Background: an optimization exercise with open tools, aiming at small area, a short achievable clock period and few clock cycles per item. Do not read the settings as production practice.
RTL that was checked went through simulation tests only; none was proved equivalent to the original.
Function not checked in run 6: the RTL went through the layout flow alone.
No activity file was given, so power comes from the tool's default toggle rates.

`flow/design.v`:
```
`default_nettype none
package tpq_pkg;
	typedef enum logic {
		OP_ENQ = 1'b0,
		OP_DEQ = 1'b1
	} op_t;
	typedef enum logic [1:0] {
		ST_OK    = 2'd0,
		ST_FULL  = 2'd1,
		ST_EMPTY = 2'd2
	} status_t;
	typedef struct packed {
		logic [7:0]  prio;
		logic [15:0] arrival;
		logic [15:0] service;
		logic [7:0]  dev;
	} entry_t;
	typedef struct packed {
		logic enq;
		logic deq;
	} ctrl_t;
endpackage
`default_nettype wire
`default_nettype none
module tpq_cell (
	input  wire logic            clk,
	input  wire logic            we,
	input  wire tpq_pkg::entry_t new_entry,
	input  wire logic [23:0]     new_key_x,  
	output tpq_pkg::entry_t      slot_q,
	output logic                 ahead
);
	tpq_cmp u_cmp (
		.sp (slot_q.prio),
		.sa (slot_q.arrival),
		.xp (new_key_x[23:16]),
		.xa (new_key_x[15:0]),
		.gt (ahead)
	);
	always_ff @(posedge clk) begin
		if (we) begin
			slot_q <= new_entry;
		end
	end
endmodule
module tpq_cmp (
	input  wire logic [7:0]  sp,
	input  wire logic [15:0] sa,
	input  wire logic [7:0]  xp,
	input  wire logic [15:0] xa,
	output logic             gt
);
	logic [7:0]  pg0, pe0;
	logic [3:0]  pg1, pe1;
	logic [1:0]  pg2, pe2;
	logic        pg3, pe3;
	logic [15:0] aw0, ae0;
	logic [7:0]  aw1, ae1;
	logic [3:0]  aw2, ae2;
	logic [1:0]  aw3, ae3;
	logic        aw4, ae4;
	assign pg0 = sp & xp;
	assign pe0 = sp ^ xp;
	assign aw0 = sa & xa;
	assign ae0 = sa ^ xa;
	always_comb begin
		for (int k = 0; k < 4; k++) begin
			pg1[k] = pg0[2*k+1] | (pe0[2*k+1] & pg0[2*k]);
			pe1[k] = pe0[2*k+1] & pe0[2*k];
		end
		for (int k = 0; k < 2; k++) begin
			pg2[k] = pg1[2*k+1] | (pe1[2*k+1] & pg1[2*k]);
			pe2[k] = pe1[2*k+1] & pe1[2*k];
		end
		pg3 = pg2[1] | (pe2[1] & pg2[0]);
		pe3 = pe2[1] & pe2[0];
		for (int k = 0; k < 8; k++) begin
			aw1[k] = aw0[2*k+1] | (ae0[2*k+1] & aw0[2*k]);
			ae1[k] = ae0[2*k+1] & ae0[2*k];
		end
		for (int k = 0; k < 4; k++) begin
			aw2[k] = aw1[2*k+1] | (ae1[2*k+1] & aw1[2*k]);
			ae2[k] = ae1[2*k+1] & ae1[2*k];
		end
		for (int k = 0; k < 2; k++) begin
			aw3[k] = aw2[2*k+1] | (ae2[2*k+1] & aw2[2*k]);
			ae3[k] = ae2[2*k+1] & ae2[2*k];
		end
		aw4 = aw3[1] | (ae3[1] & aw3[0]);
		ae4 = ae3[1] & ae3[0];
	end
	assign gt = pg3 | (pe3 & !aw4 & !ae4);
endmodule
`default_nettype wire
`default_nettype none
module task_priority_queue
#(
	parameter int QUEUE_DEPTH = 16
) (
	input  wire logic        clk,
	input  wire logic        arst_n,
	input  wire logic        req_valid,
	output      logic        req_ready,
	input  wire logic        req_operation,
	input  wire logic [7:0]  req_priority_req,
	input  wire logic [15:0] req_arrive_tick,
	input  wire logic [15:0] req_run_cycles,
	input  wire logic [7:0]  req_owner_tag,
	output      logic        rsp_valid,
	input  wire logic        rsp_ready,
	output      logic [1:0]  rsp_status,
	output      logic        rsp_task_valid,
	output      logic [7:0]  rsp_out_priority,
	output      logic [15:0] rsp_out_arrive_tick,
	output      logic [15:0] rsp_out_run_cycles,
	output      logic [7:0]  rsp_out_owner_tag,
	output      logic [4:0]  rsp_occupancy
);
	localparam int N  = QUEUE_DEPTH;
	localparam int CW = $clog2(QUEUE_DEPTH + 1);
	logic [CW-1:0]   count_q;
	logic [N-1:0]    valid_q;
	logic [N-1:0]    alloc_q;      
	logic [N*48-1:0] slot_v;       
	logic [N-1:0]    ahead;        
	logic [N-1:0][N-1:0] bef_q;    
	logic [N-1:0]    head;         
	logic [N-1:0]    we;
	logic [N-1:0]    valid_next;
	logic [N-1:0]    alloc_next;
	logic            pend_v_q;
	logic [N-1:0]    pend_q;         
	logic [N-1:0]    pend_ahead_q;   
	logic            res_v_q;
	tpq_pkg::status_t res_status_q;
	logic            res_tvalid_q;
	logic [CW-1:0]   res_occ_q;
	logic [N-1:0]    res_sel_q;    
	logic            ovalid_q;
	tpq_pkg::status_t status_q;
	logic            tvalid_q;
	logic [CW-1:0]   occ_q;
	tpq_pkg::entry_t oentry_q;
	tpq_pkg::entry_t sel_entry;
	logic            adv, fire, is_full, is_empty, enq, deq;
	logic [CW-1:0]   count_next;
	tpq_pkg::entry_t new_entry;
	logic [23:0]     new_key_x;
	assign adv       = !ovalid_q || rsp_ready;
	assign req_ready = !res_v_q || adv;
	assign fire      = req_valid && req_ready;
	assign is_full   = count_q[CW-1];
	assign is_empty  = (count_q == '0);
	assign enq       = fire && (tpq_pkg::op_t'(req_operation) == tpq_pkg::OP_ENQ) && !is_full;
	assign deq       = fire && (tpq_pkg::op_t'(req_operation) == tpq_pkg::OP_DEQ) && !is_empty;
	assign new_entry.prio    = req_priority_req;
	assign new_entry.arrival = req_arrive_tick;
	assign new_entry.service = req_run_cycles;
	assign new_entry.dev     = req_owner_tag;
	assign new_key_x = ~{req_priority_req, req_arrive_tick};
	assign we = enq ? alloc_q : '0;
	for (genvar i = 0; i < N; i++) begin : g_cell
		tpq_cell u_cell (
			.clk       (clk),
			.we        (we[i]),
			.new_entry (new_entry),
			.new_key_x (new_key_x),
			.slot_q    (slot_v[i*48 +: 48]),
			.ahead     (ahead[i])
		);
	end
	logic [N-1:0] skip;       
	logic         pend_best;  
	assign skip      = ~valid_q | (pend_v_q ? pend_q : '0);
	assign pend_best = !(|(pend_ahead_q & valid_q & ~pend_q));
	always_comb begin
		for (int i = 0; i < N; i++) begin
			head[i] = valid_q[i];
			for (int j = 0; j < N; j++) begin
				if (j < i) head[i] = head[i] && (skip[j] || !bef_q[j][i]);
				if (j > i) head[i] = head[i] && (skip[j] || bef_q[i][j]);
			end
			if (pend_v_q) begin
				if (pend_q[i]) begin
					head[i] = valid_q[i] && pend_best;
				end else begin
					head[i] = head[i] && pend_ahead_q[i];
				end
			end
		end
	end
	always_comb begin
		valid_next = valid_q;
		count_next = count_q;
		if (enq) begin
			valid_next = valid_q | alloc_q;
			count_next = count_q + CW'(1);
		end else if (deq) begin
			valid_next = valid_q & ~head;
			count_next = count_q - CW'(1);
		end
	end
	logic [N-1:0] alloc_enq;
	always_comb begin
		logic seen;
		seen = 1'b0;
		for (int i = 0; i < N; i++) begin
			alloc_enq[i] = !(valid_q[i] || alloc_q[i]) && !seen;
			seen = seen || !(valid_q[i] || alloc_q[i]);
		end
	end
	always_comb begin
		alloc_next = alloc_q;
		if (enq) begin
			alloc_next = alloc_enq;
		end else if (deq && is_full) begin
			alloc_next = head;
		end
	end
	always_ff @(posedge clk) begin
		for (int i = 0; i < N; i++) begin
			for (int j = i + 1; j < N; j++) begin
				if (pend_v_q && (pend_q[i] || pend_q[j])) begin
					bef_q[i][j] <= pend_q[i] ? !pend_ahead_q[j] : pend_ahead_q[i];
				end
			end
		end
	end
	always_ff @(posedge clk) begin
		pend_q       <= alloc_q;
		pend_ahead_q <= ahead;
	end
	always_ff @(posedge clk or negedge arst_n) begin
		if (!arst_n) begin
			count_q  <= '0;
			valid_q  <= '0;
			alloc_q  <= N'(1);
			pend_v_q <= 1'b0;
			res_v_q  <= 1'b0;
			ovalid_q <= 1'b0;
		end else begin
			count_q  <= count_next;
			valid_q  <= valid_next;
			alloc_q  <= alloc_next;
			pend_v_q <= enq;
			if (fire) begin
				res_v_q <= 1'b1;
			end else if (adv) begin
				res_v_q <= 1'b0;
			end
			if (adv) begin
				ovalid_q <= res_v_q;
			end
		end
	end
	always_ff @(posedge clk) begin
		if (fire) begin
			res_tvalid_q <= deq;
			res_sel_q    <= deq ? head : '0;
			res_occ_q    <= count_next;
			if (enq || deq) begin
				res_status_q <= tpq_pkg::ST_OK;
			end else if (tpq_pkg::op_t'(req_operation) == tpq_pkg::OP_ENQ) begin
				res_status_q <= tpq_pkg::ST_FULL;
			end else begin
				res_status_q <= tpq_pkg::ST_EMPTY;
			end
		end
	end
	always_comb begin
		sel_entry = '0;
		for (int i = 0; i < N; i++) begin
			sel_entry = sel_entry | (slot_v[i*48 +: 48] & {48{res_sel_q[i]}});
		end
	end
	always_ff @(posedge clk) begin
		if (adv && res_v_q) begin
			status_q <= res_status_q;
			tvalid_q <= res_tvalid_q;
			occ_q    <= res_occ_q;
			oentry_q <= sel_entry;
		end
	end
	assign rsp_valid           = ovalid_q;
	assign rsp_status          = status_q;
	assign rsp_task_valid      = tvalid_q;
	assign rsp_out_priority    = oentry_q.prio;
	assign rsp_out_arrive_tick = oentry_q.arrival;
	assign rsp_out_run_cycles  = oentry_q.service;
	assign rsp_out_owner_tag   = oentry_q.dev;
	assign rsp_occupancy       = occ_q;
endmodule
`default_nettype wire
```
`flow/run.sh`:
```
#!/bin/bash
# synth_recipe.tcl (not shown) runs the flow's synth.tcl, then flattens the netlist and writes it again
# the make line also repeats each setting of config.mk as NAME=value (left out here)
make -C /OpenROAD-flow-scripts/flow DESIGN_CONFIG=/design/flow/config.mk WORK_HOME=/design/flow/orfs CLKGATE_MAP_FILE= SYNTH_SCRIPT=/design/flow/synth_recipe.tcl finish
```
`flow/config.mk`:
```
export PLATFORM = sky130hd
export DESIGN_NAME = task_priority_queue
export DESIGN_NICKNAME = task_priority_queue
export VERILOG_FILES = /design/flow/design.v
export SDC_FILE = /design/flow/constraint.sdc
export NUM_CORES = 4
export LEC_CHECK = 0
export CAP_MARGIN = 20
export CORE_MARGIN = 2
export CORE_UTILIZATION = 40
export SETUP_SLACK_MARGIN = 1.2
export SLEW_MARGIN = 20
export SYNTH_HIERARCHICAL = 1
export SYNTH_MINIMUM_KEEP_SIZE = 0
```
`flow/constraint.sdc`:
```
create_clock -name core_clock -period 3.7 [get_ports {clk}]
set_input_delay 0.7400 -clock core_clock [delete_from_list [all_inputs] [get_ports {clk}]]
set_output_delay 0.7400 -clock core_clock [all_outputs]
set_load 0.01 [all_outputs]
```
==> results of run 1 <==
sequential cells by signal (all words and copies together), names as in the netlist:
name / cells
alloc_q: 16
res_occ_q: 5
occ_q: 5
count_q: 5
tvalid_q: 1
status_q: 2
res_tvalid_q: 1
pend_q: 16
pend_ahead_q: 16
ovalid_q: 1
bef_q: 120
pend_v_q: 1
res_v_q: 1
res_status_q: 2
res_sel_q: 16
valid_q: 16
oentry_q: 48
g_cell.u_cell.slot_q: 768
cells by family after synthesis:
kind of cell    after synthesis  share of synthesized area
fa+ha+maj                   386                     0.1024
simple gates                641                    0.06893
buf+inv                     217                    0.01762
compound gates             1001                     0.1591
xor+xnor                      4                  0.0007428
flops                      1040                     0.6512
modules after synthesis, one instance, submodules excluded:
module               cell area [sq um]  cells  flops+latches
tpq_cmp                          494.2     57              0
task_priority_queue              16190   1609            272
tpq_cell                          1441     48             48
critical path, stage by stage (launching register included):
cell and delay [ns]:
dfrtp_4 0.49, buf_4 0.20, a21boi_0 0.10, buf_4 0.24, a221oi_1 0.58, nand4_1 0.36
a21boi_0 0.28, o21ai_0 0.21
final cells by class:
cell class              instances  share of cell area
clock buffers                 134             0.05187
inverters                      53            0.004832
flip-flops and latches       1040              0.5545
well taps                    1524             0.03441
multi-input cells            2032              0.2870
clock inverters                71             0.01240
repair buffers                306             0.05499
power by group through the flow:
stage / clock, W / sequential (W) / combinational, W
global placement: 0 / 0.0147 / 0.00448
detailed placement: 0 / 0.0147 / 0.00452
CTS: 0.0112 / 0.0144 / 0.00463
floorplan: 0 / 0.0143 / 0.00278
global route: 0.0116 / 0.0145 / 0.00512
finish: 0.0110 / 0.0145 / 0.00485
synth_stat cells, types with 17 or more instances:
library cell / n
ha_1: 386
nor3_1: 35
nor2_1: 111
inv_1: 52
a21oi_1: 224
dfxtp_1: 32
o21ai_0: 71
nand2_1: 205
o22ai_1: 34
o31ai_1: 17
a221o_1: 23
nand3_1: 51
nand4_1: 104
a22oi_1: 24
and3_1: 33
a221oi_1: 224
clkbuf_1: 143
a22o_1: 197
edfxtp_1: 968
dfrtp_1: 39
and4_1: 33
a21o_1: 57
what timing repair did:
action,CTS,global route
setup endpoints to repair,57,49
pin swaps,2,10
gates resized for setup,33,46
setup buffers,27,18
metal layers:
metal  vias up  wire length, microns  share of wire
li1      14120                     -              -
met2      1988                 79320           0.46
met5         -                    34        0.00020
met4         6                  8859          0.051
met1     17150                 70420           0.40
met3       440                 15510          0.089
through the flow:
| step | hold slack [ns] | cells | power, W | setup slack [ns] |
|---|---|---|---|---|
| after floorplan | 0.3815 | 3289 | 0.01705 | 1.201 |
| after global placement | 0.4045 | 4910 | 0.01915 | 0.2256 |
| after detailed placement | 0.4059 | 4910 | 0.01920 | 0.1990 |
| after CTS | 0.1583 | 5142 | 0.03024 | 1.185 |
| after global routing | 0.2095 | 5160 | 0.03123 | 1.196 |
| final | 0.1534 | 5160 | 0.03037 | 1.155 |
final timing paths:
| check | startpoint | endpoint | cells past startpoint |
|---|---|---|---|
| max in group asynchronous | arst_n | pend_v_q | 1 |
| min reg2reg | res_occ_q[0] | occ_q[0] | 0 |
| max | pend_v_q | alloc_q[7] | 7 |
| min in group core_clock | res_occ_q[0] | occ_q[0] | 0 |
| max reg2reg | pend_v_q | alloc_q[7] | 7 |
| min | arst_n | ovalid_q | 1 |
==> flow_summary.ini, run 1 <==
[cells_and_area]
fill_cells = 10060
layout_common_cells = 968 x edfxtp_1, 386 x ha_1, 222 x a21oi_1, 221 x a221oi_1, 202 x nand2_1
regArea_sq_um = 30730
area_growth_pct = 17.49
postLayoutCellArea_sq_um = 55410
mostFrequentLayoutCell = edfxtp_1
finish.utilization = 0.4755
multi_input_comb_area_sq_um = 15900
antenna_cells = 0
drive_above_1_share = 0.1243
fin_nets = 3982

[power]
power_frac_comb = 0.160
p_int_w = 0.02159
swShare = 0.2891
power-per-cell-area_nw_per_um2 = 548.2
p_clk_frac = 0.363
pwr-share-seq = 0.477
peakVddDrop_mv = 0.4001
switchingPower_w = 0.008781
total_leakage_power_nw = 20.40

[sta]
slew_headroom = 0.2118
worst_pin_slew_ns = 1.182
fin_skew_ns = 0.08194
hold_viol_final = 0
maxSlewViolCount = 0
fin_crit_sh = 0.6880
fin_crit_ns = 2.546
fmax_mhz = 392.9
rsz0062_at_grt = true
setup_viol = 0
setup_tns_ns = 0

[global_route]
grt_max_degree = 50
grtUsageTotal = 0.2829
met1_usage = 0.3865
grt_pass1_wl_microns = 244500
grt_antenna_before_repair = 3
grt_pass1_vias = 32760
grt_use_met2 = 0.4448
grt_overflow = 0
use_met3 = 0.04483
grt_busiest_layer = met2

[hold_path]
min_path_type = primary input to asynchronous set/reset pin

[synthesis]
syn_inst = 3289
synthArstFlopShare = 0.03846
ys.warnings.count = 9
synth_seq_cells = 1040
synth_edf_count = 968
synth_area_per_cell_sq_um = 14.34
syn_nets = 3728
netlist_area_sq_um = 47160
yosysTopAreaCell = edfxtp_1
yosysSeqAreaShare = 0.6512
ys.flop_type = edfxtp_1
synth_top_area_share = 0.6164
ys_types = 64
ys_top_cells_by_area = edfxtp_1 62%, ha_1 10%, a221oi_1 4.2%

[placement]
gp_congestion = 1.034
postPlaceCellArea_sq_um = 51070
hpwl_microns = 111400
io_buffers = 110

[floorplan]
die_h_microns = 347.4
die_x_microns = 347.4
io_pins = 111
die_area_sq_um = 120700
core_area_sq_um = 116500
start_util = 0.4047
rows = 125

[detailed_routing]
drc = 0
drtAntennaViolNets = 0
wl_microns = 174100
via_per_inst = 6.531
drt_iter0_markers = 4405
vias = 33700
firstDrtPassIters = 6
drt-wirelength-per-cell_microns = 33.75

[critical_path]
critPathLaunchType = flip-flop
required_ns = 4.35
worstPathMaxFanout = 13
regToRegSetupSlack_ns = 1.15
crit_type = flip-flop to flip-flop
worst_ep_arrival_time_ns = 3.20
endpoint_kind = flip-flop

[status]
status = complete, no violations

[clocking]
clock_latency_ns = 0.75
cts_max_path_buffers = 3
postCtsHoldBufs = 0
cts_sinks = 1040
clk_pin_slew_ns = 0.07
ctsRootBufferMaster = clkbuf_16
numCtsBuffers = 110
cts_tree = built
cts_max_level = 3

[flow_run]
maxCapViolations = 0
Testbench counts, summed over its fixed seeds: cycles 12,016, items 12,000.
==> inputs of run 2 (changes only) <==
--- a/flow/config.mk
+++ b/flow/config.mk
@@ -10,2 +10,4 @@
 export CORE_UTILIZATION = 40
+export CTS_CLUSTER_DIAMETER = 90
+export CTS_CLUSTER_SIZE = 22
 export SETUP_SLACK_MARGIN = 1.2
==> flow_summary.ini, run 2 <==
[status]
status = complete, no violations

[synthesis]
ys_types = 64
netlist_area_sq_um = 47160
synth_top_area_share = 0.6164
synthArstFlopShare = 0.03846
ys_top_cells_by_area = edfxtp_1 62%, ha_1 10%, a221oi_1 4.2%
synth.cells.most_frequent = 968 x edfxtp_1, 386 x ha_1, 224 x a21oi_1, 224 x a221oi_1, 205 x nand2_1
syn_inst = 3289
synth_area_per_cell_sq_um = 14.34
yosys.cell_count.top_type = edfxtp_1
ys.warnings.count = 9
yosysSeqAreaShare = 0.6512
synth_edf_count = 968
ys.flop_type = edfxtp_1
yosysTopAreaCell = edfxtp_1
synth_seq_cells = 1040
syn_nets = 3728

[sta]
fin_skew_ns = 0.08283
hold_viol_final = 0
slew_headroom = 0.1991
rsz0062_at_grt = true
setup_tns_ns = 0
worst_pin_slew_ns = 1.201
fmax_mhz = 386.0
setup_viol = 0
maxSlewViolCount = 0
fin_crit_ns = 2.591
fin_crit_sh = 0.7002

[power]
total_power_w = 0.02661
power-per-cell-area_nw_per_um2 = 493.9
total_leakage_power_nw = 19.68
peakVddDrop_mv = 0.4185

[cells_and_area]
area_growth_pct = 14.25
mostFrequentLayoutCell = edfxtp_1
top_regs = g_cell.u_cell.slot_q x768, bef_q x120, oentry_q x48
largest_reg_flops = 768
regArea_sq_um = 30730
multi_input_comb_area_sq_um = 15920
drive_above_1_share = 0.1146
layout_common_cells = 968 x edfxtp_1, 386 x ha_1, 223 x a21oi_1, 217 x a221oi_1, 202 x nand2_1
fin_nets = 3958
regMostFlops = g_cell.u_cell.slot_q
fill_cells = 10220

[critical_path]
required_ns = 4.32
slowest_delay_ns = 0.50
worst_ep_arrival_time_ns = 3.21
crit_type = flip-flop to flip-flop
endpoint_kind = flip-flop
worstPathMaxFanout = 11
crit_chain = buf_4 -> a21bo_2 -> o22ai_1 -> a211oi_2 -> nand3_1 -> o32a_1 -> o22a_1
cpMaxStageDelayCell = dfrtp_4
critPathLaunchType = flip-flop

[detailed_routing]
vias = 33360
firstDrtPassIters = 5
drc = 0
drt_iter0_markers = 4362
drtAntennaViolNets = 0
via_per_inst = 6.550
drt-wirelength-per-cell_microns = 33.95
wl_microns = 172900

[global_route]
grt_pass1_wl_microns = 241900
grt_overflow = 0
grt_antenna_before_repair = 5
grt_max_degree = 50
grt_pass1_vias = 32400
grtUsageTotal = 0.2798

[floorplan]
die_x_microns = 347.4
core_area_sq_um = 116500
die_area_sq_um = 120700
start_util = 0.4047
die_h_microns = 347.4
rows = 125
io_pins = 111

[clocking]
postCtsHoldBufs = 0
cts_sinks = 1040
cts_tree = built
clk_pin_slew_ns = 0.10
ctsRootBufferMaster = clkbuf_16
cts_max_level = 2
numCtsBuffers = 58
clock_latency_ns = 0.74
cts_max_path_buffers = 3

[placement]
io_buffers = 110
gp_congestion = 1.034
hpwl_microns = 111400

[hold_path]
min_path_type = primary input to asynchronous set/reset pin

[flow_run]
maxCapViolations = 0
==> run 2: changes by cell type in the layout (fill, tap and decap cells not counted), moves of 3 or more <==
| cell | change |
|---|---|
| a221oi_1 | -4 |
| clkbuf_16 | -52 |
| buf_4 | +30 |
| a221oi_2 | +4 |
| clkinv_16 | -3 |
| clkinv_2 | -13 |
| clkinv_1 | -33 |
| bufinv_16 | -8 |
| clkbuf_1 | +11 |
==> run 2: kinds of logic (layout without fill, tap and decap cells) <==
group / after synthesis / after routing / synth area share
xor+xnor: 4 / 4 / 0.0007428
other cells: 0 / 1 / 0
compound gates: 1001 / 1002 / 0.1591
simple gates: 641 / 641 / 0.06893
buf+inv: 217 / 495 / 0.01762
fa+ha+maj: 386 / 386 / 0.1024
flops: 1040 / 1040 / 0.6512
==> run 2: worst paths after layout <==
path	startpoint	to	slack, ns	cells past startpoint
setup / recovery	pend_v_q	valid_q[11]	1.11	7
hold / removal	arst_n	count_q[0]	0.16	1
setup reg to reg	pend_v_q	valid_q[11]	1.11	7
hold reg to reg	alloc_q[1]	pend_q[1]	0.43	0
max in group asynchronous	arst_n	pend_v_q	2.83	1
min in group core_clock	alloc_q[1]	pend_q[1]	0.43	0
==> run 2: critical path: cells and delay by family (launching register included) <==
kind | cells | cell delay (ns)
AO/OA/AOI/OAI | 5 | 1.50
flip-flops | 1 | 0.50
buffers and inverters | 1 | 0.20
AND/OR/NAND/NOR | 1 | 0.27
==> run 2: per-layer routing <==
metal,track usage,part of all wire,vias up,wire length [microns]
met1,0.3811,0.41,16930,70140
met5,0,0.00021,-,37
li1,-,-,14010,-
met2,0.4401,0.45,1981,77780
met3,0.04440,0.089,434,15380
met4,0.1301,0.055,6,9566
==> run 2: area by class of cell <==
class                      instances  share of cell area
antenna                            1          0.00004644
clock buffer                      94             0.03021
clock inverter                    15            0.003599
inverter                          53            0.005109
multi-input combinational       2033              0.2955
sequential                      1040              0.5703
tap                             1524             0.03539
timing repair buffer             333             0.05991
==> run 2: timing repair <==
item                                    4_1_cts  5_1_grt
resized for setup                            38       45
gates cloned                                  0        1
endpoints found under the setup margin       57       46
pin swaps                                     5        6
setup buffers                                40       32
==> run 2: power breakdown <==
group | switching, W | internal [W] | leakage [nW]
registers | 0.000750 | 0.0137 | 9.44
logic | 0.00316 | 0.00175 | 9.37
clock network | 0.00410 | 0.00313 | 0.871
total | 0.00801 | 0.0186 | 19.7
==> run 2: through the flow <==
step	cells	setup slack, ns	hold WS (ns)	util	cell area, sq um
finish	5093	1.109	0.1557	0.4624	53880
global route	5092	1.128	0.2182	0.4624	53880
CTS	5059	1.205	0.1530	0.4580	53370
detailed placement	4910	0.1990	0.4059	0.4383	51070
global placement	4910	0.2256	0.4045	0.4383	51070
floorplan	3289	1.201	0.3815	-	47260
==> run 2: modules after synthesis (local to each module, per instance) <==
module               cells inside  flip-flops and latches  area, sq um  copies in the design
tpq_cmp                        57                       0        494.2                    16
tpq_cell                       48                      48         1441                    16
task_priority_queue          1609                     272        16190                     1
==> inputs of run 3 (changes only) <==
--- a/flow/config.mk
+++ b/flow/config.mk
@@ -14,3 +14 @@
 export SLEW_MARGIN = 20
-export SYNTH_HIERARCHICAL = 1
-export SYNTH_MINIMUM_KEEP_SIZE = 0
==> flow_summary.ini, run 3 <==
[power]
peakVddDrop_mv = 0.4569
power-per-cell-area_nw_per_um2 = 487.1
total_power_w = 0.02648
total_leakage_power_nw = 19.96

[synthesis]
syn_inst = 3268
yosys.cell_count.top_type = edfxtp_1
synthArstFlopShare = 0.03846
synth_area_per_cell_sq_um = 14.39
syn_nets = 3707
synth.cells.most_frequent = 968 x edfxtp_1, 386 x ha_1, 209 x a221oi_1
ys.flop_type = edfxtp_1
synth_top_area_share = 0.6179
ys.warnings.count = 3
synth_edf_count = 968
yosysTopAreaCell = edfxtp_1
synth_seq_cells = 1040
yosysSeqAreaShare = 0.6528
ys_top_cells_by_area = edfxtp_1 62%, ha_1 10%, a221oi_1 3.9%
ys_types = 70
netlist_area_sq_um = 47040

[sta]
maxSlewViolCount = 0
setup_viol = 0
fmax_mhz = 384.1
slew_headroom = 0.2534
worst_pin_slew_ns = 1.120
rsz0062_at_grt = true
hold_viol_final = 0
fin_crit_sh = 0.7037
fin_crit_ns = 2.604
fin_skew_ns = 0.09117

[clocking]
cts_max_level = 2
clock_latency_ns = 0.75
cts_sinks = 1040
cts_tree = built
cts_max_path_buffers = 3
clk_pin_slew_ns = 0.10
ctsRootBufferMaster = clkbuf_16
numCtsBuffers = 55

[critical_path]
cpMaxStageDelayCell = edfxtp_1
crit_chain = buf_4 -> a22o_1 -> a221oi_1 -> nand4_1
required_ns = 3.98
endpoint_kind = flip-flop
timing.rr.start = res_sel_q[5]
crit_type = flip-flop to flip-flop
critical-path-top-delay-family = compound AO/OA/AOI/OAI gates
critPathLaunch = res_sel_q[5]
slowest_delay_ns = 0.58
path_buf_inv = 1
worstPathMaxFanout = 35
worst_ep_arrival_time_ns = 2.88
critPathLaunchType = flip-flop

[floorplan]
rows = 125
die_x_microns = 346.9
start_util = 0.4043
core_area_sq_um = 116400
die_h_microns = 346.9
io_pins = 111
die_area_sq_um = 120400

[detailed_routing]
drt-wirelength-per-cell_microns = 32.95
drtAntennaViolNets = 0
via_per_inst = 6.508
drc = 0
wl_microns = 168200
firstDrtPassIters = 6
drt_iter0_markers = 4438
vias = 33220

[cells_and_area]
top_regs = g_cell.u_cell.slot_q x768, bef_q x120, oentry_q x48
final_cells = 5105
regMostFlops = g_cell.u_cell.slot_q
fin_nets = 3985
drive_above_1_share = 0.1372
area_growth_pct = 15.55
mostFrequentLayoutCell = edfxtp_1
layout_common_cells = 968 x edfxtp_1, 383 x ha_1, 225 x buf_4, 206 x a221oi_1, 197 x a21oi_1
largest_reg_flops = 768

[global_route]
grt_overflow = 0
grt_pass1_vias = 32030
grt_pass1_wl_microns = 237300
grtUsageTotal = 0.2731
grt_antenna_before_repair = 6
grt_max_degree = 49

[hold_path]
min_path_type = flip-flop to flip-flop
min_from = alloc_q[8]

[placement]
gp_congestion = 1.054
io_buffers = 110
hpwl_microns = 110800
place_inst = 4934

[status]
status = complete, no violations

[flow_run]
maxCapViolations = 0
-- run 3: cell types whose count changed in the layout (fill, tap and decap cells not counted), sizes merged, moves of 16 or more --
cell,change
a21o,+27
a21oi,-20
a221o,-20
and3,-20
and4,-31
buf,+50
clkdlybuf4s50,-18
nand3,-25
nor2,-21
o21a,+22
o21ai,+23
o311a,-16
o31ai,-16
-- run 3: worst register-to-register path, stage by stage (launching register included) --
cell      delay [ns]
edfxtp_1        0.58
buf_4           0.41
a22o_1          0.34
a221oi_1        0.38
nand4_1         0.43
-- run 3: area by class of cell --
| type | instances | area [sq um] |
|---|---|---|
| fill | 10280 | 62000 |
| sequential | 1040 | 30720 |
| multi-input combinational | 1991 | 15920 |
| timing repair buffer | 388 | 3775 |
| tap | 1524 | 1907 |
| clock buffer | 78 | 1524 |
| inverter | 70 | 345.3 |
| clock inverter | 12 | 158.9 |
| antenna | 2 | 5.005 |
-- run 3: layer usage --
metal / GRT usage / share of wire / wire, microns / up-vias
met5: 0 / 0.00020 / 34 / -
li1: - / - / - / 13930
met1: 0.3894 / 0.42 / 69820 / 16940
met3: 0.05389 / 0.10 / 17600 / 339
met4: 0.08172 / 0.035 / 5886 / 6
met2: 0.4220 / 0.45 / 74860 / 2005
-- run 3: cells by family (layout without fill, tap and decap cells) --
family,Yosys count,count (layout),share of synthesized area
compound gates,1044,1044,0.1646
xor+xnor,3,3,0.0005586
fa+ha+maj,386,386,0.1027
buf+inv,237,548,0.02003
flops,1040,1040,0.6528
mux,1,1,0.0002128
other cells,0,2,0
simple gates,557,557,0.05907
-- run 3: final timing paths --
kind                                      to  slack [ns]  cells past startpoint
worst min register to register     pend_q[8]        0.36                      0
worst max-delay path            oentry_q[30]        1.10                      4
worst max register to register  oentry_q[30]        1.10                      4
worst min-delay path               pend_q[8]        0.36                      0
min in group asynchronous           pend_v_q        0.40                      2
max in group asynchronous        alloc_q[13]        2.73                      3
-- run 3: metrics by stage --
| stage | setup TNS (ns) | hold WS [ns] | setup WS, ns | cell area (sq um) | util |
|---|---|---|---|---|---|
| 2_1_floorplan | 0 | 0.3809 | 0.8846 | 47090 | - |
| 3_3_place_gp | -1.271 | 0.4016 | -1.031 | 51360 | 0.4414 |
| 3_5_place_dp | -0.2914 | 0.4045 | -0.1705 | 51400 | 0.4417 |
| 4_1_cts | 0 | 0.1839 | 1.191 | 53860 | 0.4628 |
| 5_1_grt | 0 | 0.4075 | 1.138 | 54360 | 0.4671 |
| 6_report | 0 | 0.3566 | 1.096 | 54360 | 0.4672 |
-- run 3: timing repair --
action / 4_1_cts / 5_1_grt
buffers inserted: 45 / 30
endpoints found under the setup margin: 67 / 87
resized for setup: 102 / 60
pin swaps: 7 / 12
cloned: 1 / 1
endpoints found under the hold margin: 0 / 9
hold buffers: 0 / 1
-- run 3: report_power, final --
| group | switching [W] | internal, W |
|---|---|---|
| Combinational | 0.00315 | 0.00174 |
| Clock | 0.00395 | 0.00299 |
| Sequential | 0.000746 | 0.0139 |
==> inputs of run 4 (changes only) <==
--- a/flow/config.mk
+++ b/flow/config.mk
@@ -12,3 +12,5 @@
 export CTS_CLUSTER_SIZE = 22
-export SETUP_SLACK_MARGIN = 1.2
+export SETUP_SLACK_MARGIN = 1.8
 export SLEW_MARGIN = 20
+export SYNTH_HIERARCHICAL = 1
+export SYNTH_MINIMUM_KEEP_SIZE = 0
==> flow_summary.ini, run 4 <==
[status]
status = complete, no violations

[synthesis]
synth_area_per_cell_sq_um = 14.34
netlist_area_sq_um = 47160
synth_top_area_share = 0.6164
synth.cells.most_frequent = 968 x edfxtp_1, 386 x ha_1, 224 x a21oi_1, 224 x a221oi_1, 205 x nand2_1
ys.flop_type = edfxtp_1
yosysSeqAreaShare = 0.6512
yosys.cell_count.top_type = edfxtp_1
synthArstFlopShare = 0.03846
syn_nets = 3728
ys_types = 64
syn_inst = 3289
ys_top_cells_by_area = edfxtp_1 62%, ha_1 10%, a221oi_1 4.2%
synth_edf_count = 968
yosysTopAreaCell = edfxtp_1
ys.warnings.count = 9
synth_seq_cells = 1040

[detailed_routing]
top_layer = met5
drc = 0
drtAntennaViolNets = 0
vias = 37050
drt-met1-wl_microns = 75320
drt-wirelength-per-cell_microns = 37.60
wl_microns = 205700
wl_met2_microns = 90710
via_per_inst = 6.772
drt_iter0_markers = 5452
wl_met3_microns = 22650
firstDrtPassIters = 8

[cells_and_area]
mostFrequentLayoutCell = edfxtp_1
fin_nets = 4347
layout_common_cells = 968 x edfxtp_1, 327 x ha_1, 278 x buf_4, 196 x a21oi_1, 192 x a22o_1
postLayoutCellArea_sq_um = 62500
regArea_sq_um = 30770
fill_cells = 9329
regMostFlops = g_cell.u_cell.slot_q
largest_reg_flops = 768
area_growth_pct = 32.53
multi_input_comb_area_sq_um = 18350
top_regs = g_cell.u_cell.slot_q x768, bef_q x120, oentry_q x48
drive_above_1_share = 0.3157

[power]
p_int_w = 0.01985
peakVddDrop_mv = 0.3937
power-per-cell-area_nw_per_um2 = 460.8
total_leakage_power_nw = 23.12
swShare = 0.3107
switchingPower_w = 0.008947
power_frac_comb = 0.245
pwr-share-seq = 0.504
p_clk_frac = 0.251

[critical_path]
worstPathMaxFanout = 10
crit_chain = buf_12 -> a21bo_4 -> o22ai_1 -> or4_1 -> or4_4 -> a21oi_2
slowest_delay_ns = 0.54
cpMaxStageDelayCell = dfrtp_4
path_buf_inv = 1
crit_type = flip-flop to flip-flop
worst_ep_arrival_time_ns = 2.94
critPathLaunchType = flip-flop
regToRegSetupSlack_ns = 1.30
endpoint_kind = flip-flop
critical-path-top-delay-family = simple AND/OR/NAND/NOR gates
required_ns = 4.24

[sta]
fmax_mhz = 417.2
setup_tns_ns = 0
setup_viol = 0
fin_crit_ns = 2.397
rsz0062_at_grt = true
worst_pin_slew_ns = 1.021
fin_skew_ns = 0.09653
maxSlewViolCount = 0
hold_viol_final = 0
slew_headroom = 0.3195
hold_ws_ns = 0.1574
fin_crit_sh = 0.6478

[floorplan]
start_util = 0.4047
die_x_microns = 347.4
core_area_sq_um = 116500
rows = 125
io_pins = 111
die_area_sq_um = 120700
die_h_microns = 347.4

[global_route]
grt_pass1_vias = 34540
grtUsageTotal = 0.3166
grt_max_degree = 49
grt_antenna_before_repair = 11
grt_overflow = 0
grt_pass1_wl_microns = 269800

[clocking]
clk_pin_slew_ns = 0.09
postCtsHoldBufs = 0
cts_sinks = 1040
cts_tree = built
numCtsBuffers = 57
cts_max_path_buffers = 3
ctsRootBufferMaster = clkbuf_16
cts_max_level = 2
clock_latency_ns = 0.75

[placement]
gp_congestion = 0.9883
postPlaceCellArea_sq_um = 51680
hpwl_microns = 113300
io_buffers = 110

[hold_path]
min_path_type = primary input to asynchronous set/reset pin

[flow_run]
maxCapViolations = 0
==> run 4: through the flow <==
step           total power (W)  cells  worst slack [ns]  utilization
5_1_grt                0.02946   5468             1.286       0.5363
4_1_cts                0.02768   5329             1.320       0.5074
6_report               0.02880   5471             1.303       0.5364
3_5_place_dp           0.01929   4926            0.1768       0.4435
3_3_place_gp           0.01924   4924            0.1671       0.4431
2_1_floorplan          0.01712   3289             1.231            -
==> run 4: what timing repair did <==
item | CTS | global route
setup buffers | 245 | 99
gates resized for setup | 806 | 337
setup endpoints to repair | 1051 | 939
pin swaps | 99 | 126
hold endpoints to repair | 0 | 0
gates cloned | 63 | 40
==> run 4: worst paths after layout <==
kind | start | to | cells past startpoint
setup / recovery | pend_v_q | res_sel_q[0] | 6
hold / removal | arst_n | ovalid_q | 1
setup reg to reg | pend_v_q | res_sel_q[0] | 6
hold reg to reg | res_occ_q[0] | occ_q[0] | 0
max in group asynchronous | arst_n | pend_v_q | 1
min in group core_clock | rsp_ready | ovalid_q | 3
==> run 4: logic make-up after synthesis <==
group,share of synthesized area
fa+ha+maj,0.1024
buf+inv,0.01762
simple gates,0.06893
compound gates,0.1591
xor+xnor,0.0007428
flops,0.6512
==> run 4: area by class of cell <==
cell class                      instances  area share
Multi-Input combinational cell       2033      0.2936
Clock inverter                         15    0.003183
Clock buffer                           80     0.02488
Timing Repair inverter                  2   0.0002402
Inverter                               53    0.005165
Timing Repair Buffer                  721      0.1499
Tap cell                             1524     0.03051
Antenna cell                            3   0.0001201
Sequential cell                      1040      0.4924
==> run 4: power by group through the flow <==
stage          sequential [W]  combinational, W  clock (W)
2_1_floorplan          0.0143           0.00285          0
3_5_place_dp           0.0147           0.00458          0
6_report               0.0145           0.00707    0.00722
3_3_place_gp           0.0147           0.00453          0
5_1_grt                0.0145           0.00730    0.00761
4_1_cts                0.0144           0.00603    0.00723
==> run 4: per-module statistics from Yosys (local to each module, per instance) <==
module               flops+latches  cell area, sq um  copies in the design
tpq_cell                        48              1441                    16
task_priority_queue            272             16190                     1
tpq_cmp                          0             494.2                    16
==> run 4: metal layers <==
layer | vias up | GRT usage
li1 | 14860 | -
met1 | 18610 | 0.4110
met2 | 2787 | 0.4873
met3 | 774 | 0.06225
met4 | 18 | 0.2013
met5 | - | 0
==> inputs of run 5 (changes only) <==
--- a/flow/config.mk
+++ b/flow/config.mk
@@ -12,3 +12,3 @@
 export CTS_CLUSTER_SIZE = 22
-export SETUP_SLACK_MARGIN = 1.8
+export SETUP_SLACK_MARGIN = 1.5
 export SLEW_MARGIN = 20
==> flow_summary.ini, run 5 <==
[synthesis]
synthArstFlopShare = 0.03846
synth_area_per_cell_sq_um = 14.34
ys_top_cells_by_area = edfxtp_1 62%, ha_1 10%, a221oi_1 4.2%
synth_top_area_share = 0.6164
ys.flop_type = edfxtp_1
synth-xor-area-share = 0.0007429
synthSimpleGateAreaFrac = 0.06893
syn_nets = 3728
yosysTopAreaCell = edfxtp_1
synth_top_family_by_area = compound AO/OA/AOI/OAI gates
synth.area.mux_share = 0
synth_fa_ha_area_frac = 0.1024
ys_types = 64
synth_edf_count = 968
synth_compound_area_frac = 0.1591
syn_inst = 3289
synth.cells.most_frequent = 968 x edfxtp_1, 386 x ha_1, 224 x a21oi_1, 224 x a221oi_1, 205 x nand2_1
ys.warnings.count = 9
yosysSeqAreaShare = 0.6512
yosys.cell_count.top_type = edfxtp_1
netlist_area_sq_um = 47160
synth_seq_cells = 1040

[sta]
fmax_mhz = 415.8
worst_pin_slew_ns = 1.056
setup_viol = 0
hold_ws_ns = 0.1613
fin_crit_sh = 0.6499
rsz0062_at_grt = true
maxSlewViolCount = 0
hold_viol_final = 0
slew_headroom = 0.2933
fin_crit_ns = 2.405
fin_skew_ns = 0.06801
setup_tns_ns = 0

[floorplan]
core_area_sq_um = 116500
start_util = 0.4047
die_x_microns = 347.4
io_pins = 111
die_h_microns = 347.4
die_area_sq_um = 120700
rows = 125

[cells_and_area]
area_growth_pct = 19.00
top_regs = g_cell.u_cell.slot_q x768, bef_q x120, oentry_q x48
postLayoutCellArea_sq_um = 56120
mostFrequentLayoutCell = edfxtp_1
multi_input_comb_area_sq_um = 16620
largest_reg_flops = 768
fill_cells = 10040
fin_nets = 4070
drive_above_1_share = 0.1750
regArea_sq_um = 30750
finish.utilization = 0.4816
regMostFlops = g_cell.u_cell.slot_q
layout_common_cells = 968 x edfxtp_1, 386 x ha_1, 227 x buf_4, 217 x a21oi_1, 206 x a221oi_1

[detailed_routing]
vias = 34200
drt-wirelength-per-cell_microns = 34.23
drtAntennaViolNets = 0
drc = 0
firstDrtPassIters = 5
drt_iter0_markers = 4563
via_per_inst = 6.572
wl_microns = 178100

[global_route]
grt_pass1_vias = 32910
grt_antenna_before_repair = 10
grtUsageTotal = 0.2861
grt_max_degree = 50
grt_pass1_wl_microns = 247300
grt_overflow = 0

[clocking]
cts_max_path_buffers = 3
clk_pin_slew_ns = 0.10
numCtsBuffers = 56
clock_latency_ns = 0.74
cts_sinks = 1040
cts_max_level = 2
ctsRootBufferMaster = clkbuf_16
cts_tree = built

[power]
power_frac_comb = 0.217
p_int_w = 0.01920
p_clk_frac = 0.260
pwr-share-seq = 0.523
switchingPower_w = 0.008359
total_leakage_power_nw = 20.63
power-per-cell-area_nw_per_um2 = 491.1
total_power_w = 0.02756
peakVddDrop_mv = 0.4111
swShare = 0.3033

[critical_path]
endpoint_kind = flip-flop
regToRegSetupSlack_ns = 1.30
r2r_cells = 6
rr_endpoint = res_sel_q[0]
worstPathMaxFanout = 7
worst_ep_arrival_time_ns = 2.94
timing.rr.start = pend_v_q
critPathLaunchType = flip-flop
required_ns = 4.24
crit_type = flip-flop to flip-flop

[placement]
hpwl_microns = 115200
gp_congestion = 1.020
postPlaceCellArea_sq_um = 51450
io_buffers = 110

[hold_path]
min_path_type = primary input to asynchronous set/reset pin

[flow_run]
maxCapViolations = 0

[status]
status = complete, no violations
run 5: cell counts after synthesis:
No cell type changed its count.
run 5: per-layer routing:
| layer | vias up | global-route usage | wire length (microns) |
|---|---|---|---|
| met4 | 14 | 0.1426 | 10480 |
| met2 | 2106 | 0.4524 | 80380 |
| met3 | 494 | 0.03986 | 16320 |
| met1 | 17340 | 0.3873 | 70870 |
| met5 | - | 0 | 83 |
| li1 | 14250 | - | - |
run 5: repair_timing:
item                       4_1_cts  5_1_grt
hold buffers                     0        0
gates cloned                     4        6
resized for setup              284      120
setup endpoints to repair      677      372
pin swaps                       52       36
setup buffers                  120       40
run 5: logic make-up after synthesis:
group / Yosys count
AOI/OAI and AO/OA: 1001
buffers and inverters: 217
DFF: 1040
adders and majority gates: 386
and+or+nand+nor: 641
xor gates and xnor gates: 4
run 5: worst max-delay path by stage:
stage	start	end	slack, ns	cells after the start
global route	pend_v_q	res_sel_q[4]	1.30	6
CTS	pend_v_q	res_sel_q[0]	1.30	6
finish	pend_v_q	res_sel_q[0]	1.30	6
global placement	req_priority_req[1]	pend_ahead_q[1]	0.08	7
detailed placement	req_priority_req[1]	pend_ahead_q[1]	0.07	7
floorplan	rsp_ready	g_cell[9].u_cell.slot_q[0]	1.23	5
run 5: final cells by class:
type,instances,area share
Timing Repair Buffer,448,0.08457
Clock inverter,11,0.003144
Clock buffer,95,0.02876
Sequential cell,1040,0.5479
Tap cell,1524,0.03398
Multi-Input combinational cell,2032,0.2961
Inverter,53,0.005551
Antenna cell,1,0.00004459
run 5: stage by stage:
step | std cells | setup WS, ns
floorplan | 3289 | 1.231
global placement | 4924 | 0.07944
detailed placement | 4927 | 0.07081
CTS | 5157 | 1.296
global route | 5203 | 1.303
finish | 5204 | 1.295
run 5: critical path, cell delays in order, from the launching register on:
cell     delay, ns
dfrtp_4       0.56
buf_8         0.17
a21bo_4       0.16
o22ai_2       0.06
or4_4         0.55
or4_4         0.54
a21oi_2       0.17
run 5: power groups by stage:
stage	sequential [W]	clock [W]	combinational, W
5_1_grt	0.0144	0.00758	0.00629
2_1_floorplan	0.0143	0	0.00279
3_3_place_gp	0.0146	0	0.00464
6_report	0.0144	0.00717	0.00598
3_5_place_dp	0.0146	0	0.00468
4_1_cts	0.0143	0.00725	0.00536
run 5: modules after synthesis (local to each module, per instance):
| module | cells inside | flops+latches | copies in the design | area (sq um) |
|---|---|---|---|---|
| task_priority_queue | 1609 | 272 | 1 | 16190 |
| tpq_cell | 48 | 48 | 16 | 1441 |
| tpq_cmp | 57 | 0 | 16 | 494.2 |
==> inputs of run 6 (changes only) <==
--- a/flow/design.v
+++ b/flow/design.v
@@ -93,2 +93,44 @@
 endmodule
+module tpq_head (
+	input  wire logic [15:0]          valid,
+	input  wire logic [15:0][15:0]    bef,         
+	input  wire logic                 pend_v,
+	input  wire logic [15:0]          pend,        
+	input  wire logic [15:0]          pend_ahead,  
+	output logic      [15:0]          head
+);
+	localparam int N = 16;
+	logic [N-1:0] skip;       
+	logic         pend_best;  
+	assign skip      = ~valid | (pend_v ? pend : '0);
+	assign pend_best = !(|(pend_ahead & valid & ~pend));
+	always_comb begin
+		for (int i = 0; i < N; i++) begin
+			head[i] = valid[i];
+			for (int j = 0; j < N; j++) begin
+				if (j < i) head[i] = head[i] && (skip[j] || !bef[j][i]);
+				if (j > i) head[i] = head[i] && (skip[j] || bef[i][j]);
+			end
+			if (pend_v) begin
+				if (pend[i]) begin
+					head[i] = valid[i] && pend_best;
+				end else begin
+					head[i] = head[i] && pend_ahead[i];
+				end
+			end
+		end
+	end
+endmodule
+module tpq_omux (
+	input  wire logic [16*48-1:0] slots,  
+	input  wire logic [15:0]      sel,
+	output logic      [47:0]      entry
+);
+	always_comb begin
+		entry = '0;
+		for (int i = 0; i < 16; i++) begin
+			entry = entry | (slots[i*48 +: 48] & {48{sel[i]}});
+		end
+	end
+endmodule
 `default_nettype wire
@@ -171,22 +213,10 @@
 	end
-	logic [N-1:0] skip;       
-	logic         pend_best;  
-	assign skip      = ~valid_q | (pend_v_q ? pend_q : '0);
-	assign pend_best = !(|(pend_ahead_q & valid_q & ~pend_q));
-	always_comb begin
-		for (int i = 0; i < N; i++) begin
-			head[i] = valid_q[i];
-			for (int j = 0; j < N; j++) begin
-				if (j < i) head[i] = head[i] && (skip[j] || !bef_q[j][i]);
-				if (j > i) head[i] = head[i] && (skip[j] || bef_q[i][j]);
-			end
-			if (pend_v_q) begin
-				if (pend_q[i]) begin
-					head[i] = valid_q[i] && pend_best;
-				end else begin
-					head[i] = head[i] && pend_ahead_q[i];
-				end
-			end
-		end
-	end
+	tpq_head u_head (
+		.valid      (valid_q),
+		.bef        (bef_q),
+		.pend_v     (pend_v_q),
+		.pend       (pend_q),
+		.pend_ahead (pend_ahead_q),
+		.head       (head)
+	);
 	always_comb begin
@@ -269,8 +299,7 @@
 	end
-	always_comb begin
-		sel_entry = '0;
-		for (int i = 0; i < N; i++) begin
-			sel_entry = sel_entry | (slot_v[i*48 +: 48] & {48{res_sel_q[i]}});
-		end
-	end
+	tpq_omux u_omux (
+		.slots (slot_v),
+		.sel   (res_sel_q),
+		.entry (sel_entry)
+	);
 	always_ff @(posedge clk) begin
==> flow_summary.ini, run 6 <==
[floorplan]
rows = 127
start_util = 0.4020
die_x_microns = 350.8
io_pins = 111
die_h_microns = 350.8
core_area_sq_um = 119700
die_area_sq_um = 123000

[global_route]
grt_antenna_before_repair = 10
grt_pass1_vias = 32150
grtUsageTotal = 0.2582
grt_pass1_wl_microns = 229300
grt_overflow = 0
grt_max_degree = 61

[sta]
hold_viol_final = 0
fin_ws_ns = 1.335
fmax_mhz = 422.9
maxSlewViolCount = 0
fin_crit_sh = 0.6391
fin_crit_ns = 2.365
worst_pin_slew_ns = 1.173
slew_headroom = 0.2150
setup_viol = 0
rsz0062_at_grt = true
fin_skew_ns = 0.05932

[clocking]
numCtsBuffers = 56
cts_max_level = 2
cts_tree = built
cts_max_path_buffers = 3
cts_sinks = 1040
ctsRootBufferMaster = clkbuf_16
clk_pin_slew_ns = 0.09
clock_latency_ns = 0.74
postCtsHoldBufs = 0

[power]
p_clk_frac = 0.239
swShare = 0.3266
pwr-share-seq = 0.512
power-per-cell-area_nw_per_um2 = 519.5
total_leakage_power_nw = 19.55
switchingPower_w = 0.009567
peakVddDrop_mv = 0.4502
p_int_w = 0.01973
power_frac_comb = 0.248

[cells_and_area]
top_regs = g_cell.u_cell.slot_q x768, bef_q x120, oentry_q x48
largest_reg_flops = 768
final_cells = 5258
regMostFlops = g_cell.u_cell.slot_q
mostFrequentLayoutCell = edfxtp_1
fill_cells = 10340
drive_above_1_share = 0.1674
area_growth_pct = 17.23
postLayoutCellArea_sq_um = 56380
fin_nets = 4035
layout_common_cells = 968 x edfxtp_1, 378 x ha_1, 264 x a21oi_1, 195 x a22o_1, 193 x a221oi_1
finish.utilization = 0.4712

[placement]
dp_slack_ns = -0.09312
postPlaceCellArea_sq_um = 51890
gp_congestion = 0.9758
hpwl_microns = 104200
io_buffers = 110
place_inst = 5021

[synthesis]
netlist_area_sq_um = 48090
syn_inst = 3327
synth_area_per_cell_sq_um = 14.46
syn_nets = 3766
ys.warnings.count = 283

[critical_path]
endpoint_kind = flip-flop
required_ns = 4.35
worst_ep_arrival_time_ns = 3.01
critPathLaunchType = flip-flop
worstPathMaxFanout = 6
crit_type = flip-flop to flip-flop
critPathLaunch = pend_v_q
timing.rr.start = pend_v_q

[detailed_routing]
drc = 0
wl_microns = 162400
firstDrtPassIters = 6
drt-wirelength-per-cell_microns = 30.88
drtAntennaViolNets = 0
via_per_inst = 6.326
drt_iter0_markers = 4507
vias = 33260

[status]
status = complete, no violations

[hold_path]
min_path_type = primary input to asynchronous set/reset pin

[flow_run]
maxCapViolations = 0
## run 6: final timing paths
check | to | slack [ns] | depth (start not counted)
worst max-delay path | alloc_q[8] | 1.34 | 11
min in group core_clock | occ_q[1] | 0.44 | 0
max in group asynchronous | valid_q[3] | 2.83 | 1
worst min register to register | occ_q[1] | 0.44 | 0
worst min-delay path | ovalid_q | 0.14 | 1
worst max register to register | alloc_q[8] | 1.34 | 11
## run 6: repair_timing
action                                  CTS  global route
endpoints found under the setup margin  183           314
setup buffers                            83            39
gates cloned                              4             2
pin swaps                                36            67
resized for setup                       278           133
## run 6: layout make-up
class	count	area, sq um	share of cell area
timing repair buffer	386	4051	0.07186
antenna	2	5.005	0.00008877
clock inverter	13	177.7	0.003151
inverter	36	222.7	0.003950
sequential	1040	30740	0.5452
tap	1612	2017	0.03577
clock buffer	93	1550	0.02750
multi-input combinational	2076	17620	0.3125
## run 6: power by group through the flow
stage          sequential [W]  combinational [W]  clock, W
4_1_cts                0.0149            0.00662   0.00710
5_1_grt                0.0150            0.00766   0.00750
2_1_floorplan          0.0148            0.00372         0
3_5_place_dp           0.0152            0.00597         0
3_3_place_gp           0.0152            0.00589         0
6_report               0.0150            0.00728   0.00701
## run 6: routing by layer
metal / track usage / vias up / share of wire
met3: 0.04542 / 377 / 0.089
met5: 0 / - / 0.00020
met4: 0.08260 / 6 / 0.036
met1: 0.3555 / 16820 / 0.41
met2: 0.4151 / 1778 / 0.46
li1: - / 14290 / -
## run 6: critical path, stage by stage (launching register included)
cell and delay [ns]:
dfrtp_4 0.48, buf_12 0.14, buf_6 0.09, a21boi_2 0.04, buf_6 0.15, buf_4 0.14
o2bb2ai_1 0.12, a221oi_2 0.28, o2111ai_1 0.27, o22ai_4 0.27, o22ai_2 0.11, a211oi_2 0.19
## run 6: per-stage QoR
step	setup TNS (ns)	hold WS, ns	total power (W)
after floorplan	0	0.3676	0.01856
after global placement	-0.08381	0.4046	0.02106
after detailed placement	-0.1115	0.4034	0.02113
after CTS	0	0.1611	0.02864
after global routing	0	0.2214	0.03020
final	0	0.1380	0.02929
==> inputs of run 7 (changes only) <==
--- a/flow/design.v
+++ b/flow/design.v
@@ -96,3 +96,2 @@
 	input  wire logic [15:0][15:0]    bef,         
-	input  wire logic                 pend_v,
 	input  wire logic [15:0]          pend,        
@@ -104,3 +103,3 @@
 	logic         pend_best;  
-	assign skip      = ~valid | (pend_v ? pend : '0);
+	assign skip      = ~valid | pend;
 	assign pend_best = !(|(pend_ahead & valid & ~pend));
@@ -113,8 +112,6 @@
 			end
-			if (pend_v) begin
-				if (pend[i]) begin
-					head[i] = valid[i] && pend_best;
-				end else begin
-					head[i] = head[i] && pend_ahead[i];
-				end
+			if (pend[i]) begin
+				head[i] = valid[i] && pend_best;
+			end else begin
+				head[i] = head[i] && pend_ahead[i];
 			end
@@ -172,3 +169,2 @@
 	logic [N-1:0]    alloc_next;
-	logic            pend_v_q;
 	logic [N-1:0]    pend_q;         
@@ -216,3 +212,2 @@
 		.bef        (bef_q),
-		.pend_v     (pend_v_q),
 		.pend       (pend_q),
@@ -252,3 +247,3 @@
 			for (int j = i + 1; j < N; j++) begin
-				if (pend_v_q && (pend_q[i] || pend_q[j])) begin
+				if (pend_q[i] || pend_q[j]) begin
 					bef_q[i][j] <= pend_q[i] ? !pend_ahead_q[j] : pend_ahead_q[i];
@@ -259,4 +254,3 @@
 	always_ff @(posedge clk) begin
-		pend_q       <= alloc_q;
-		pend_ahead_q <= ahead;
+		pend_ahead_q <= enq ? ahead : '1;
 	end
@@ -267,3 +261,3 @@
 			alloc_q  <= N'(1);
-			pend_v_q <= 1'b0;
+			pend_q   <= '0;
 			res_v_q  <= 1'b0;
@@ -274,3 +268,3 @@
 			alloc_q  <= alloc_next;
-			pend_v_q <= enq;
+			pend_q   <= enq ? alloc_q : '0;
 			if (fire) begin
--- a/flow/config.mk
+++ b/flow/config.mk
@@ -16 +16,2 @@
 export SYNTH_MINIMUM_KEEP_SIZE = 0
+export TNS_END_PERCENT = 0
==> flow_summary.ini, run 7 <==
[status]
status = complete, no violations

[placement]
hpwl_microns = 106200
gp_congestion = 0.9710
dp_slack_ns = -0.1913
place_inst = 5010
io_buffers = 110

[synthesis]
syn_nets = 3738
synth_area_per_cell_sq_um = 14.54
syn_inst = 3299
netlist_area_sq_um = 47970
ys.warnings.count = 283

[critical_path]
crit_type = primary input to flip-flop
worstPathMaxFanout = 5
worst_ep_arrival_time_ns = 3.07
crit_chain = clkdlybuf4s50_1 -> clkinvlp_4 -> buf_6 -> ha_1 -> nand4_4 -> nor4_4 -> o21a_4 -> o31ai_1 -> nand2b_1
regToRegSetupSlack_ns = 1.24
slowest_delay_ns = 0.53
critPathLaunchType = primary input
required_ns = 4.29
endpoint_kind = flip-flop
cpMaxStageDelayCell = clkdlybuf4s50_1

[power]
peakVddDrop_mv = 0.3689
power-per-cell-area_nw_per_um2 = 487.0
total_leakage_power_nw = 19.51
total_power_w = 0.02695

[detailed_routing]
drt_iter0_markers = 3954
firstDrtPassIters = 6
drc = 0
via_per_inst = 6.213
wl_microns = 156500
drtAntennaViolNets = 0
vias = 32340
drt-wirelength-per-cell_microns = 30.07

[global_route]
grt_busiest_layer = met2
grt_max_degree = 49
grt_overflow = 0
grtUsageTotal = 0.2499
use_met3 = 0.04989
grt_use_met2 = 0.3929
met1_usage = 0.3502
grt_pass1_wl_microns = 223400
grt_antenna_before_repair = 12
grt_pass1_vias = 31460

[cells_and_area]
regMostFlops = g_cell.u_cell.slot_q
fill_cells = 10610
layout_common_cells = 968 x edfxtp_1, 375 x ha_1, 259 x a21oi_1, 192 x a22o_1, 191 x a221oi_1
drive_above_1_share = 0.1720
final_cells = 5205
mostFrequentLayoutCell = edfxtp_1
area_growth_pct = 15.36
largest_reg_flops = 768
fin_nets = 3985
antenna_cells = 0
top_regs = g_cell.u_cell.slot_q x768, bef_q x120, oentry_q x48

[sta]
fin_crit_ns = 2.479
rsz0062_at_grt = true
worst_pin_slew_ns = 0.9881
slew_headroom = 0.3388
fin_ws_ns = 1.221
maxSlewViolCount = 0
setup_viol = 0
fmax_mhz = 403.4
hold_ws_ns = 0.01186
fin_skew_ns = 0.05795
hold_viol_final = 0
fin_crit_sh = 0.6699

[floorplan]
io_pins = 111
die_h_microns = 350.3
die_x_microns = 350.3
core_area_sq_um = 119500
die_area_sq_um = 122700
start_util = 0.4014
rows = 127

[clocking]
cts_tree = built
clk_pin_slew_ns = 0.10
clock_latency_ns = 0.72
cts_max_path_buffers = 3
cts_max_level = 2
cts_sinks = 1039
ctsRootBufferMaster = clkbuf_16
numCtsBuffers = 55

[hold_path]
min_path_type = primary input to asynchronous set/reset pin

[flow_run]
maxCapViolations = 0
-- run 7: worst max-delay path, delay by kind of cell --
kind | cells | cell delay (ns)
AO/OA/AOI/OAI | 2 | 0.35
adder cells (fa/ha/maj) | 1 | 0.32
buffers and inverters | 3 | 0.95
AND/OR/NAND/NOR | 3 | 0.71
-- run 7: power by group --
part	switching (W)	internal [W]
Sequential	0.000767	0.0139
Clock	0.00397	0.00297
Combinational	0.00338	0.00199
Total	0.00813	0.0188
-- run 7: worst paths after layout --
kind,start,to,depth (start not counted)
setup / recovery,req_arrive_tick[12],pend_ahead_q[6],9
hold / removal,arst_n,alloc_q[13],1
setup reg to reg,res_sel_q[13],oentry_q[46],4
hold reg to reg,res_status_q[1],status_q[1],0
max in group asynchronous,arst_n,pend_q[6],2
min in group core_clock,res_status_q[1],status_q[1],0
-- run 7: what timing repair did --
action | in CTS | in global routing
buffers inserted | 52 | 37
pin swaps | 10 | 13
endpoints found under the setup margin | 889 | 628
cloned | 0 | 2
resized for setup | 108 | 67
hold buffers | 0 | 0
-- run 7: stage by stage --
stage	area, sq um	utilization	TNS (ns)
after floorplan	48040	-	0
after global placement	51880	0.4342	-0.1755
after detailed placement	51890	0.4342	-0.1913
after CTS	54600	0.4570	0
after global routing	55340	0.4631	0
final	55340	0.4631	0
-- run 7: area by class of cell --
type,count,area (sq um),share of cell area
repair buffers,346,3627,0.06555
multi-input cells,2069,16950,0.3064
inverters,35,220.2,0.003979
well taps,1612,2017,0.03645
clock buffers,95,1568,0.02833
clock inverters,9,153.9,0.002781
flip-flops and latches,1039,30800,0.5566
-- run 7: layer usage --
metal / vias up / routed length, microns
li1: 13980 / -
met4: 18 / 5403
met5: - / 124
met2: 1462 / 71060
met3: 282 / 13700
met1: 16590 / 66250
Testbench counts of run 7, summed over its fixed seeds: cycles 12,016, items 12,000.
==> inputs of run 8 (changes only) <==
--- a/flow/config.mk
+++ b/flow/config.mk
@@ -16,2 +16 @@
 export SYNTH_MINIMUM_KEEP_SIZE = 0
-export TNS_END_PERCENT = 0
==> flow_summary.ini, run 8 <==
[status]
status = complete, no violations

[cells_and_area]
largest_reg_flops = 768
postLayoutCellArea_sq_um = 56330
regMostFlops = g_cell.u_cell.slot_q
top_regs = g_cell.u_cell.slot_q x768, bef_q x120, oentry_q x48
area_growth_pct = 17.43
fin_nets = 4095
mostFrequentLayoutCell = edfxtp_1
drive_above_1_share = 0.2130
final_cells = 5317
layout_common_cells = 968 x edfxtp_1, 377 x ha_1, 261 x buf_4, 255 x a21oi_1

[sta]
fin_crit_sh = 0.6274
fin_crit_ns = 2.321
maxSlewViolCount = 0
worst_pin_slew_ns = 1.130
hold_viol_final = 0
slew_headroom = 0.2436
hold_ws_ns = 0.005823
setup_viol = 0
fin_skew_ns = 0.04474
fmax_mhz = 430.8
rsz0062_at_grt = true

[power]
power-per-cell-area_nw_per_um2 = 490.3
total_power_w = 0.02762
total_leakage_power_nw = 20.08
peakVddDrop_mv = 0.3539

[flow_run]
maxCapViolations = 0

[critical_path]
required_ns = 4.31
worstPathMaxFanout = 8
timing.rr.start = valid_q[5]
rr_endpoint = valid_q[12]
endpoint_kind = flip-flop
regToRegSetupSlack_ns = 1.38
worst_ep_arrival_time_ns = 2.93
r2r_cells = 7
critPathLaunchType = flip-flop
crit_type = flip-flop to flip-flop

[placement]
postPlaceCellArea_sq_um = 52000
gp_congestion = 0.9848
hpwl_microns = 106600
place_inst = 5022
io_buffers = 110

[floorplan]
die_x_microns = 350.3
rows = 127
core_area_sq_um = 119500
start_util = 0.4014
die_h_microns = 350.3
die_area_sq_um = 122700
io_pins = 111

[detailed_routing]
wl_microns = 159600
via_per_inst = 6.161
vias = 32760
drtAntennaViolNets = 0
drt-wirelength-per-cell_microns = 30.02
drc = 0
drt_iter0_markers = 3871
firstDrtPassIters = 6

[clocking]
ctsRootBufferMaster = clkbuf_16
numCtsBuffers = 56
clock_latency_ns = 0.72
cts_max_path_buffers = 3
cts_sinks = 1039
cts_max_level = 2
cts_tree = built
clk_pin_slew_ns = 0.10

[synthesis]
ys.warnings.count = 283
syn_nets = 3738
synth_area_per_cell_sq_um = 14.54
syn_inst = 3299
netlist_area_sq_um = 47970

[global_route]
met1_usage = 0.3553
grt_pass1_vias = 31720
use_met3 = 0.04437
grtUsageTotal = 0.2548
grt_max_degree = 49
grt_pass1_wl_microns = 227100
grt_use_met2 = 0.4100
grt_overflow = 0
grt_antenna_before_repair = 8
grt_busiest_layer = met2

[hold_path]
min_path_type = primary input to asynchronous set/reset pin
## run 8: critical path, stage by stage, from the launching register on
cell and delay [ns]:
dfrtp_2 0.45, nand3b_1 0.19, nand4_1 0.23, or4_4 0.70
o22ai_4 0.28, buf_4 0.17, and2_1 0.14, nor2_1 0.06
## run 8: metrics by stage
step	setup WS, ns	utilization	setup TNS (ns)
2_1_floorplan	1.199	-	0
3_3_place_gp	-0.3086	0.4350	-1.361
3_5_place_dp	-0.3723	0.4352	-1.762
4_1_cts	1.370	0.4663	0
5_1_grt	1.342	0.4714	0
6_report	1.379	0.4714	0
## run 8: worst max path at each step
stage | start | to | slack, ns | cells past startpoint
6_report | valid_q[5] | valid_q[12] | 1.38 | 7
2_1_floorplan | rsp_ready | g_cell[0].u_cell.slot_q[0] | 1.20 | 7
4_1_cts | ovalid_q | req_ready | 1.37 | 3
3_3_place_gp | req_arrive_tick[15] | pend_ahead_q[11] | -0.31 | 8
3_5_place_dp | req_arrive_tick[15] | pend_ahead_q[6] | -0.37 | 8
5_1_grt | valid_q[12] | alloc_q[11] | 1.34 | 7
## run 8: area by class of cell
class                           instances  area, sq um
Fill cell                           10500        63160
Sequential cell                      1039        30820
Multi-Input combinational cell       2069        17100
Timing Repair Buffer                  449         4383
Tap cell                             1612         2017
Clock buffer                           94         1575
Inverter                               35        224.0
Clock inverter                         12        166.4
Timing Repair inverter                  6        42.54
Antenna cell                            1        2.502
## run 8: layer usage
| layer | up-vias | part of all wire | wire length [microns] |
|---|---|---|---|
| met1 | 16670 | 0.42 | 67030 |
| li1 | 14210 | - | - |
| met2 | 1605 | 0.46 | 73940 |
| met3 | 268 | 0.087 | 13810 |
| met4 | 12 | 0.030 | 4756 |
| met5 | - | 0.00053 | 84 |
## run 8: what timing repair did
action	in CTS	in global routing
pin swaps	42	33
buffers inserted	142	38
gates resized for setup	288	93
hold buffers	0	0
cloned	7	1
setup endpoints to repair	928	119
## run 8: where the power goes
group	switching, W	internal [W]
Clock	0.00399	0.00306
Sequential	0.000745	0.0139
Combinational	0.00361	0.00233
Total	0.00835	0.0193

-- static timing again, ports no longer ideal --
The flow's constraints put no driver on any port. The routed layouts listed below were extracted and timed again, unchanged, in two steps. Step 1, drivers: a clkbuf_16 drives clk and a buf_2 each remaining input, both assumed. Step 2 moves the port delays by t, midway between the first and last clock arrival at a register: inputs arrive t later, outputs are due t later. That takes back most of the time a late clock gives input paths. a / b / c = no drivers / after step 1 / after step 2; a / b = the first two.
run | shift t [ns] | slack for setup (ns) | worst hold slack (ns) | worst data-port slew with drivers (ns)
run 1 | 0.790 | 1.155 / 1.155 / 0.465 | 0.153 / 0.098 / 0.421 | 0.11
run 2 | 0.773 | 1.109 / 1.109 / 0.383 | 0.156 / 0.104 / 0.425 | 0.12
run 3 | 0.776 | 1.096 / 1.096 / 0.456 | 0.357 / 0.346 / 0.357 | 0.10
run 4 | 0.785 | 1.303 / 1.303 / 0.782 | 0.157 / 0.106 / 0.431 | 0.09
run 5 | 0.778 | 1.295 / 1.295 / 0.735 | 0.161 / 0.114 / 0.419 | 0.10
run 6 | 0.783 | 1.335 / 1.335 / 0.748 | 0.138 / 0.093 / 0.435 | 0.14
run 7 | 0.764 | 1.221 / 1.238 / 0.505 | 0.012 / -0.028 / 0.432 | 0.12
run 8 | 0.774 | 1.379 / 1.308 / 0.750 | 0.006 / -0.036 / 0.427 | 0.10
After both steps setup and hold are still met in every run listed. The setup slack of run 2, which loses most, moves by 0.000 ns with the drivers and by -0.726 ns with both steps.
